From an optimization exercise on the open Yosys and OpenROAD flow, aimed at a short achievable clock period and few clock cycles; shortcuts taken in it are not production practice.
The RTL was checked by simulation tests, not by an equivalence proof against the original design.
Power figures rest on the tool's default switching activity, not on a simulated workload.

==> 12-16 <==
==> flow/design.v <==
package cpu_pkg;
    typedef logic [32-1:0]     word_t;
    typedef logic [32-1:0] pc_t;
    typedef logic [4:0]               regIdx_t;
    typedef logic [31:0]              instr_t;
    typedef enum logic [2:0] {
        aluAdd,
        aluSub,
        aluAnd,
        aluOr,
        aluSlt
    } aluOp_t;
    typedef logic [1:0] fwdSel_t;
    localparam fwdSel_t fwdReg       = 2'd0;
    localparam fwdSel_t fwdExMem     = 2'd1;
    localparam fwdSel_t fwdMemWbAlu  = 2'd2;
    localparam fwdSel_t fwdMemWbLoad = 2'd3;
    typedef struct packed {
        logic   regWrite;
        logic   memWrite;
        logic   memToReg;
        logic   useImm;
        logic   branch;
        logic   halt;
        aluOp_t aluOp;
    } ctrl_t;
    typedef struct packed {
        logic   valid;
        instr_t instr;
        pc_t    pcNext;
    } ifIdReg_t;
    typedef struct packed {
        logic    valid;
        ctrl_t   ctrl;
        regIdx_t rs;
        regIdx_t rt;
        regIdx_t dest;
        word_t   rsVal;
        word_t   rtVal;
        word_t   imm;
        pc_t     pcNext;
    } idExReg_t;
    typedef struct packed {
        logic    valid;
        ctrl_t   ctrl;
        regIdx_t dest;
        word_t   aluResult;
        word_t   storeData;
    } exMemReg_t;
    typedef struct packed {
        logic    valid;
        logic    regWrite;
        logic    memToReg;
        logic    halt;
        regIdx_t dest;
        word_t   aluResult;
        word_t   loadData;
    } memWbReg_t;
    typedef struct packed {
        logic    valid;
        regIdx_t dest;
        word_t   data;
    } wbPort_t;
    typedef struct packed {
        logic  valid;
        word_t addr;
        word_t data;
    } storePort_t;
endpackage
module cpuTop (
    input  logic        clk,
    input  logic        arstN,
    output logic [31:0] pc,
    input  logic [31:0] instruction,
    output logic        wb_valid,
    output logic [4:0]  wb_dest,
    output logic [31:0] wb_data,
    output logic        st_valid,
    output logic [31:0] st_addr,
    output logic [31:0] st_data,
    output logic        halted
);
    logic [31:0] pcReg;           
    logic        haltedQ;
    logic        bRegWrite, bLoad, bStore, bBranch;
    logic [2:0]  bAluOp;          
    logic [4:0]  bDest;
    logic [31:0] bRsVal, bRtVal, bOpB, bImm, bTgt;
    logic        bFwdA, bFwdRt, bFwdOpB;
    logic        wV;
    logic [4:0]  wDest;
    logic [31:0] wData;
    logic        sV;
    logic [31:0] sAddr, sData;
    logic [31:0] regs [32];
    logic [31:0] dmem [16];
    logic [31:0] opA, rtF, opB, sum, diff, aluOut, result, ldData;
    logic        lt, br;
    logic [3:0]  memIdx;
    assign opA = bFwdA   ? wData : bRsVal;
    assign rtF = bFwdRt  ? wData : bRtVal;
    assign opB = bFwdOpB ? wData : bOpB;
    assign sum  = opA + opB;
    assign diff = opA - opB;
    assign lt   = $signed(opA) < $signed(opB);
    always_comb begin
        case (bAluOp)
            3'd1:    aluOut = diff;
            3'd2:    aluOut = opA & opB;
            3'd3:    aluOut = opA | opB;
            3'd4:    aluOut = {31'd0, lt};
            default: aluOut = sum;
        endcase
    end
    assign memIdx = opA[3:0] + bImm[3:0];
    assign ldData = dmem[memIdx];
    assign result = bLoad ? ldData : aluOut;
    assign br = bBranch && (opA == rtF);
    logic [31:0] pcRegP1, bTgtP1, pcP1;
    assign pcRegP1 = pcReg + 32'd1;
    assign bTgtP1  = bTgt + 32'd1;
    assign pc      = br ? bTgt : pcReg;
    assign pcP1    = br ? bTgtP1 : pcRegP1;
    logic [5:0]  opcode, funct;
    logic [4:0]  rs, rt, rd, dest;
    logic [31:0] imm, rsRead, rtRead, tgtSeq, tgtBr, aTgt;
    logic        aValid, isHalt, isR, isAddi, isLw, isSw, isBeq, isJ, regWrite;
    logic [2:0]  aluOp;
    assign opcode = instruction[31:26];
    assign funct  = instruction[5:0];
    assign rs     = instruction[25:21];
    assign rt     = instruction[20:16];
    assign rd     = instruction[15:11];
    assign imm    = {{16{instruction[15]}}, instruction[15:0]};
    assign aValid = !haltedQ;
    assign isHalt = instruction == 32'hffff_ffff;
    assign isAddi = opcode == 6'h08;
    assign isLw   = opcode == 6'h23;
    assign isSw   = opcode == 6'h2b;
    assign isBeq  = opcode == 6'h04;
    assign isJ    = opcode == 6'h02;
    always_comb begin
        isR   = 1'b0;
        aluOp = 3'd0;
        if (opcode == 6'h00) begin
            isR = 1'b1;
            case (funct)
                6'h20: aluOp = 3'd0;
                6'h22: aluOp = 3'd1;
                6'h24: aluOp = 3'd2;
                6'h25:  aluOp = 3'd3;
                6'h2a: aluOp = 3'd4;
                default:     isR = 1'b0;
            endcase
        end
    end
    assign dest     = isR ? rd : rt;
    assign regWrite = (isR || isAddi || isLw) && (dest != 5'd0);
    assign rsRead = (rs == 5'd0) ? 32'd0 : (wV && wDest == rs) ? wData : regs[rs];
    assign rtRead = (rt == 5'd0) ? 32'd0 : (wV && wDest == rt) ? wData : regs[rt];
    assign tgtSeq = pcRegP1 + imm;
    assign tgtBr  = bTgtP1 + imm;
    assign aTgt   = br ? tgtBr : tgtSeq;
    always_ff @(posedge clk or negedge arstN) begin
        if (!arstN) begin
            pcReg   <= '0;
            haltedQ <= 1'b0;
        end else begin
            pcReg <= isJ ? {pcP1[31:28], 2'b00, instruction[25:0]} : pcP1;
            if (aValid && isHalt) haltedQ <= 1'b1;
        end
    end
    always_ff @(posedge clk or negedge arstN) begin
        if (!arstN) begin
            bRegWrite <= 1'b0;
            bLoad     <= 1'b0;
            bStore    <= 1'b0;
            bBranch   <= 1'b0;
            bAluOp    <= '0;
            bDest     <= '0;
            bRsVal    <= '0;
            bRtVal    <= '0;
            bOpB      <= '0;
            bImm      <= '0;
            bTgt      <= '0;
            bFwdA     <= 1'b0;
            bFwdRt    <= 1'b0;
            bFwdOpB   <= 1'b0;
        end else begin
            bRegWrite <= aValid && regWrite;
            bLoad     <= isLw;
            bStore    <= aValid && isSw;
            bBranch   <= aValid && isBeq;
            bAluOp    <= isR ? aluOp : 3'd0;
            bDest     <= dest;
            bRsVal    <= rsRead;
            bRtVal    <= rtRead;
            bOpB      <= isR ? rtRead : imm;
            bImm      <= imm;
            bTgt      <= aTgt;
            bFwdA     <= bRegWrite && bDest == rs;
            bFwdRt    <= bRegWrite && bDest == rt;
            bFwdOpB   <= isR && bRegWrite && bDest == rt;
        end
    end
    always_ff @(posedge clk or negedge arstN) begin
        if (!arstN) begin
            wV    <= 1'b0;
            wDest <= '0;
            wData <= '0;
            sV    <= 1'b0;
            sAddr <= '0;
            sData <= '0;
        end else begin
            wV    <= bRegWrite;
            wDest <= bDest;
            wData <= result;
            sV    <= bStore;
            sAddr <= sum;
            sData <= rtF;
        end
    end
    always_ff @(posedge clk or negedge arstN) begin
        if (!arstN) begin
            for (int i = 0; i < 32; i++) regs[i] <= '0;
        end else if (wV) begin
            regs[wDest] <= wData;
        end
    end
    always_ff @(posedge clk or negedge arstN) begin
        if (!arstN) begin
            for (int i = 0; i < 16; i++) dmem[i] <= '0;
        end else if (bStore) begin
            dmem[memIdx] <= rtF;
        end
    end
    assign wb_valid = wV;
    assign wb_dest  = wDest;
    assign wb_data  = wData;
    assign st_valid = sV;
    assign st_addr  = sAddr;
    assign st_data  = sData;
    assign halted   = haltedQ;
endmodule
==> flow/run.sh <==
#!/bin/bash
# synth_recipe.tcl (not shown) runs the flow's synth.tcl, then flattens the netlist and writes it again
# the make line also repeats each setting of config.mk as NAME=value (left out here)
make -C /OpenROAD-flow-scripts/flow DESIGN_CONFIG=/design/flow/config.mk WORK_HOME=/design/flow/orfs CLKGATE_MAP_FILE= SYNTH_SCRIPT=/design/flow/synth_recipe.tcl finish
==> flow/config.mk <==
export PLATFORM = sky130hd
export DESIGN_NAME = cpuTop
export DESIGN_NICKNAME = cpuTop
export VERILOG_FILES = /design/flow/design.v
export SDC_FILE = /design/flow/constraint.sdc
export NUM_CORES = 4
export LEC_CHECK = 0
export ABC_CLOCK_PERIOD_IN_PS = 2500
export CAP_MARGIN = 20
export CORE_MARGIN = 2
export CORE_UTILIZATION = 30
export PLACE_DENSITY = 0.45
export SETUP_SLACK_MARGIN = 4
export SLEW_MARGIN = 20
==> flow/constraint.sdc <==
create_clock -name core_clock -period 7.0 [get_ports {clk}]
set_input_delay 1.4000 -clock core_clock [delete_from_list [all_inputs] [get_ports {clk}]]
set_output_delay 1.4000 -clock core_clock [all_outputs]
set_load 0.01 [all_outputs]
==> inputs of 10-14, as changes to 12-16 <==
--- a/flow/design.v
+++ b/flow/design.v
@@ -82,3 +82,4 @@
 );
-    logic [31:0] pcReg;           
+    localparam int NF = 8;
+    logic [31:0] pcReg;
     logic        haltedQ;
@@ -96,2 +97,6 @@
     logic [31:0] dmem [16];
+    logic [NF-1:0] fValid;
+    logic [31:0]   fKey [NF];
+    logic [31:0]   fTgt [NF];
+    logic [2:0]    fPtr;            
     logic [31:0] opA, rtF, opB, sum, diff, aluOut, result, ldData;
@@ -118,11 +123,8 @@
     assign br = bBranch && (opA == rtF);
-    logic [31:0] pcRegP1, bTgtP1, pcP1;
-    assign pcRegP1 = pcReg + 32'd1;
-    assign bTgtP1  = bTgt + 32'd1;
-    assign pc      = br ? bTgt : pcReg;
-    assign pcP1    = br ? bTgtP1 : pcRegP1;
     logic [5:0]  opcode, funct;
     logic [4:0]  rs, rt, rd, dest;
-    logic [31:0] imm, rsRead, rtRead, tgtSeq, tgtBr, aTgt;
-    logic        aValid, isHalt, isR, isAddi, isLw, isSw, isBeq, isJ, regWrite;
+    logic [31:0] imm, rsRead, rtRead, pcP1, aTgt, jt;
+    logic        aValid, isHalt, isR, isAddi, isLw, isSw, isBeq, isJ, uncond;
+    logic        regWrite, learn, hit;
+    logic [31:0] hitTgt;
     logic [2:0]  aluOp;
@@ -134,3 +136,3 @@
     assign imm    = {{16{instruction[15]}}, instruction[15:0]};
-    assign aValid = !haltedQ;
+    assign aValid = !haltedQ && !br;
     assign isHalt = instruction == 32'hffff_ffff;
@@ -141,2 +143,3 @@
     assign isJ    = opcode == 6'h02;
+    assign uncond = isBeq && rs == rt;
     always_comb begin
@@ -160,5 +163,15 @@
     assign rtRead = (rt == 5'd0) ? 32'd0 : (wV && wDest == rt) ? wData : regs[rt];
-    assign tgtSeq = pcRegP1 + imm;
-    assign tgtBr  = bTgtP1 + imm;
-    assign aTgt   = br ? tgtBr : tgtSeq;
+    assign pcP1 = pcReg + 32'd1;
+    assign aTgt = pcP1 + imm;
+    assign jt   = {pcP1[31:28], 2'b00, instruction[25:0]};
+    always_comb begin
+        hit    = 1'b0;
+        hitTgt = '0;
+        for (int k = 0; k < NF; k++) begin
+            if (fValid[k] && fKey[k] == pcReg) begin
+                hit    = 1'b1;
+                hitTgt = hitTgt | fTgt[k];
+            end
+        end
+    end
     always_ff @(posedge clk or negedge arstN) begin
@@ -168,4 +181,24 @@
         end else begin
-            pcReg <= isJ ? {pcP1[31:28], 2'b00, instruction[25:0]} : pcP1;
+            if (br)          pcReg <= bTgt;
+            else if (isJ)    pcReg <= jt;
+            else if (uncond) pcReg <= aTgt;
+            else if (hit)    pcReg <= hitTgt;
+            else             pcReg <= pcP1;
             if (aValid && isHalt) haltedQ <= 1'b1;
+        end
+    end
+    assign learn = aValid && !isHalt && (isBeq ? uncond : !(regWrite || isSw));
+    always_ff @(posedge clk or negedge arstN) begin
+        if (!arstN) begin
+            fValid <= '0;
+            fPtr   <= '0;
+            for (int k = 0; k < NF; k++) begin
+                fKey[k] <= '0;
+                fTgt[k] <= '0;
+            end
+        end else if (learn) begin
+            fValid[fPtr] <= 1'b1;
+            fKey[fPtr]   <= pcReg - 32'd1;
+            fTgt[fPtr]   <= isJ ? jt : isBeq ? aTgt : pcP1;
+            fPtr         <= fPtr + 1'b1;
         end
@@ -192,3 +225,3 @@
             bStore    <= aValid && isSw;
-            bBranch   <= aValid && isBeq;
+            bBranch   <= aValid && isBeq && !uncond;
             bAluOp    <= isR ? aluOp : 3'd0;
@@ -236,2 +269,3 @@
     end
+    assign pc       = pcReg;
     assign wb_valid = wV;
ABC_CLOCK_PERIOD_IN_PS = 2000   (was 2500)
SETUP_SLACK_MARGIN = 3.8   (was 4)
==> results.txt <==
* Net switching component of the power at 16.9 mW
* Critical path required time at 7.86 ns
* Run status: finished with violations
* Setup WS pre-CTS at 0.928 ns
* Power in combinational cells at 16.0 mW
* Final number of max-transition violations at 1
* Layout check failures: max-capacitance violations, max-slew violations
* Proportion of netlist area held by the largest area contributor at about half
* Number of max-capacitance violations reported at 1
the above is filed under 10-14

==> results.txt <==
* Net switching component of the power at 8.05 mW
* Final number of max-transition violations at 0
* Critical R2R Launch: bFwdRt
* Final Cell Area at ~120000 um2
* Worst slew margin at 16.9%
* Post-route met1 wirelength at 203000 um
* Clock net power at 11.7 mW
* Number of antenna diodes at 16
* Run status: timing/DRC/antenna clean
* Number of max-capacitance violations reported at 0
* Setup WS pre-CTS at 0.822 ns
* Cell with the most instances after synthesis: sky130_fd_sc_hd__dfrtp_1
* Number of fill cells at 27400
* Critical path required time at 5.60 ns
the above is filed under 12-16

Testbench counts of 12-16, summed over its fixed seeds: cycles 18,031.
Testbench counts of 10-14, summed over its fixed seeds: cycles 17,449.

-- port drivers added, routing unchanged --
No port has a modelled driver above. Below, the same layouts with a new extraction and two added sets of constraints. Step 1 assumes that a clkbuf_16 drives the clock port and a buf_2 every other input. Step 2, shift: input delay + t, output delay - t, t = (earliest + latest rising clock arrival at the registers) / 2. This alone moves slack from input paths to output paths. a / b / c = no drivers / after step 1 / after step 2; a / b = the first two.
run | t (ns) | slack for setup (ns) | worst hold slack (ns)
12-16 | 0.981 | 1.756 / 1.661 / 1.809 | 0.359 / 0.353 / 0.395
10-14 | 1.018 | 2.887 / 2.887 / 2.099 | 0.376 / 0.376 / 0.376
The setup slack of 10-14, which loses most, moves by 0.000 ns with the drivers and by -0.788 ns with both steps.
